What follows belongs to an exercise in optimizing a design on an open flow for small area and a short achievable clock period; a production flow would make more cautious choices. Only simulation tests tie the RTL to the original design; equivalence was not proved. Power is estimated from default activity; no workload was simulated.

== the previous run ==
// rvExecTop
module rvExecTop (
    input  logic                              clk,
    input  logic                              rst,
    input  logic                              issueValid,
    input  logic [3:0]                        aluCode,
    input  logic                              srcA,
    input  logic [1:0]                        srcB,
    input  logic [rvExecPkg::Xlen-1:0]        imm,
    input  logic [rvExecPkg::Xlen-1:0]        pc,
    input  logic [rvExecPkg::RegAddrW-1:0]    rs1Addr,
    input  logic [rvExecPkg::RegAddrW-1:0]    rs2Addr,
    input  logic [rvExecPkg::RegAddrW-1:0]    rdAddr,
    input  logic                              regWrite,
    output logic                              memValid,
    output logic [rvExecPkg::RegAddrW-1:0]    memRdAddr,
    output logic                              memRegWrite,
    output logic [rvExecPkg::Xlen-1:0]        memResult,
    output logic [rvExecPkg::Xlen-1:0]        memStoreData,
    output logic                              wbValid,
    output logic [rvExecPkg::RegAddrW-1:0]    wbRdAddr,
    output logic                              wbRegWrite,
    output logic [rvExecPkg::Xlen-1:0]        wbData
);
clock: 6.0 ns
lec_check: 0
cap_margin: 20
core_margin: 2
core_utilization: 45
slew_margin: 20
run.sh (not shown) runs the stock make flow with config.mk's settings and CLKGATE_MAP_FILE= SYNTH_SCRIPT=/design/flow/synth_recipe.tcl, a recipe that flattens the netlist after the stock synthesis.
Changes in the current run relative to the previous run:
- setting SETUP_SLACK_MARGIN to 2.5 for the first time
==> flow/flow/run.sh (new file) <==
#!/bin/bash
set -e
export BUFFER_PORTS_ARGS="-buffer_cell sky130_fd_sc_hd__buf_2"
bash standard.sh > standard.log 2>&1
==> flow/standard.sh (new file) <==
#!/bin/bash
# synth_recipe.tcl (not shown) runs the flow's synth.tcl, then flattens the netlist and writes it again
# the make line also repeats each setting of config.mk as NAME=value (left out here)
make -C /OpenROAD-flow-scripts/flow DESIGN_CONFIG=/design/flow/config.mk WORK_HOME=/design/flow/orfs CLKGATE_MAP_FILE= SYNTH_SCRIPT=/design/flow/synth_recipe.tcl "${@:-finish}"
removed: flow/run.sh
### Flow results
The worst setup slack of the current run exceeds that of the previous run by 0.96 ns.
Going from the previous run to the current run, core utilization barely changed, sequential share of power barely changed.
Compared the previous run against the current run; cell count after placement within noise.
Diff the previous run -> the current run: total vias in the final route roughly the same; shortest clock period the worst path allows after layout fell 0.96 ns; sequential fraction of total cell area was more or less identical; instance count on the critical path fell 3.
Status: final HPWL from detailed placement parity (the previous run, the current run)
Clock skew delta (the current run − the previous run): favourable
The previous run vs the current run, critical path startpoint: idExInst.aSelMem$_DFF_P_ vs srcA
Status: clock transition at the registers of the reported paths parity (the previous run, the current run)


rvExecTop, a different RTL version from the one above (not shown whole).
Size in the first run: ~4700 cells after synthesis, roughly 1200 flip-flops, ~57000 um2 of cells after synthesis.
Settings: LEC_CHECK=0, CAP_MARGIN=20, CORE_MARGIN=2, CORE_UTILIZATION=45, CTS_CLUSTER_DIAMETER=100, CTS_CLUSTER_SIZE=20, SETUP_SLACK_MARGIN=3.0, SLEW_MARGIN=20; clock period 6.0 ns.
standard.sh (not shown) runs the stock make flow with config.mk's settings and CLKGATE_MAP_FILE= SYNTH_SCRIPT=/design/flow/synth_recipe.tcl, a recipe that flattens the netlist after the stock synthesis.
==> flow/flow/run.sh <==
#!/bin/bash
set -e
export BUFFER_PORTS_ARGS="-buffer_cell sky130_fd_sc_hd__buf_2"
bash standard.sh > standard.log 2>&1
Next try:
Settings changed: CTS_CLUSTER_DIAMETER 100 to unset, CTS_CLUSTER_SIZE 20 to unset, SETUP_SLACK_MARGIN 3.0 to 2.8.
Result: The new run went through all stages and came out clean. Core utilization is higher by 0.46 points. Via count is lower by about 0.8%. Design area is higher by about 0.9%. Area after synthesis is unchanged. Wire length is lower by 5.8%. Worst setup slack degrades by 0.18 ns. Count of clock-buffer cells in the layout is higher by 36. Flip-flop and latch count does not change. Critical path depth is lower by 4. Non-clock buffer count is lower by 105.
Next try:
Settings changed: CTS_CLUSTER_DIAMETER set to 100, CTS_CLUSTER_SIZE set to 20.
Outcome:
- cell count is lower by 1.6%
- maximum frequency hardly moves
- cell area fell by 3.3%
- die area stays the same
- setup slack gains 0.0098 ns
- core utilization decreases by 1.8 points
Next try:
Settings changed: CORE_UTILIZATION 45 to 50.
Sequential cell count stays the same.
Setup slack is about the same.
Register-to-register slack got worse by 0.03 ns.
Total power is higher by 0.92%.
Cell count is lower by 2.3%.
Critical path depth is lower by 3.
Sequential power barely changes.
Non-clock buffer count is lower by 3.

==> what the ideal ports hide <==
How much do the figures lean on ideal ports? The routed layouts below were timed once more, with nothing changed but the port constraints. Step 1, drivers: a clkbuf_16 drives clk and a buf_2 each remaining input, both assumed. Step 2 adds t to the input delays and takes it off the output delays; t is the mean of the earliest and latest rising clock arrival at the registers after step 1. Input paths then give back, and output paths get back, about the clock's delay inside the block. a / b / c = ideal / step 1 / step 2; a / b = the first two.
run	t (ns)	setup WS [ns]	worst hold slack (ns)	worst setup path at the end	worst slew at a driven data input, ns
the previous run	0.851	1.409 / 1.409 / 1.137	0.412 / 0.412 / 0.412	input to register	0.09
the current run	0.853	2.369 / 2.428 / 1.576	0.419 / 0.419 / 0.419	input to register	0.07
the first run of note 2	0.788	2.857 / 2.857 / 2.210	0.358 / 0.358 / 0.358	input to register	0.07
the second run of note 2	0.877	2.677 / 2.677 / 1.834	0.384 / 0.384 / 0.384	input to register	0.14
the third run of note 2	0.786	2.686 / 2.717 / 1.947	0.388 / 0.388 / 0.388	input to register	0.13
the fourth run of note 2	0.760	2.689 / 2.689 / 1.982	0.408 / 0.408 / 0.408	input to register	0.10
After both steps every run listed still meets setup and hold. For the second run of note 2, which loses most, drivers alone change the setup slack by 0.000 ns; drivers and shift together by -0.843 ns.
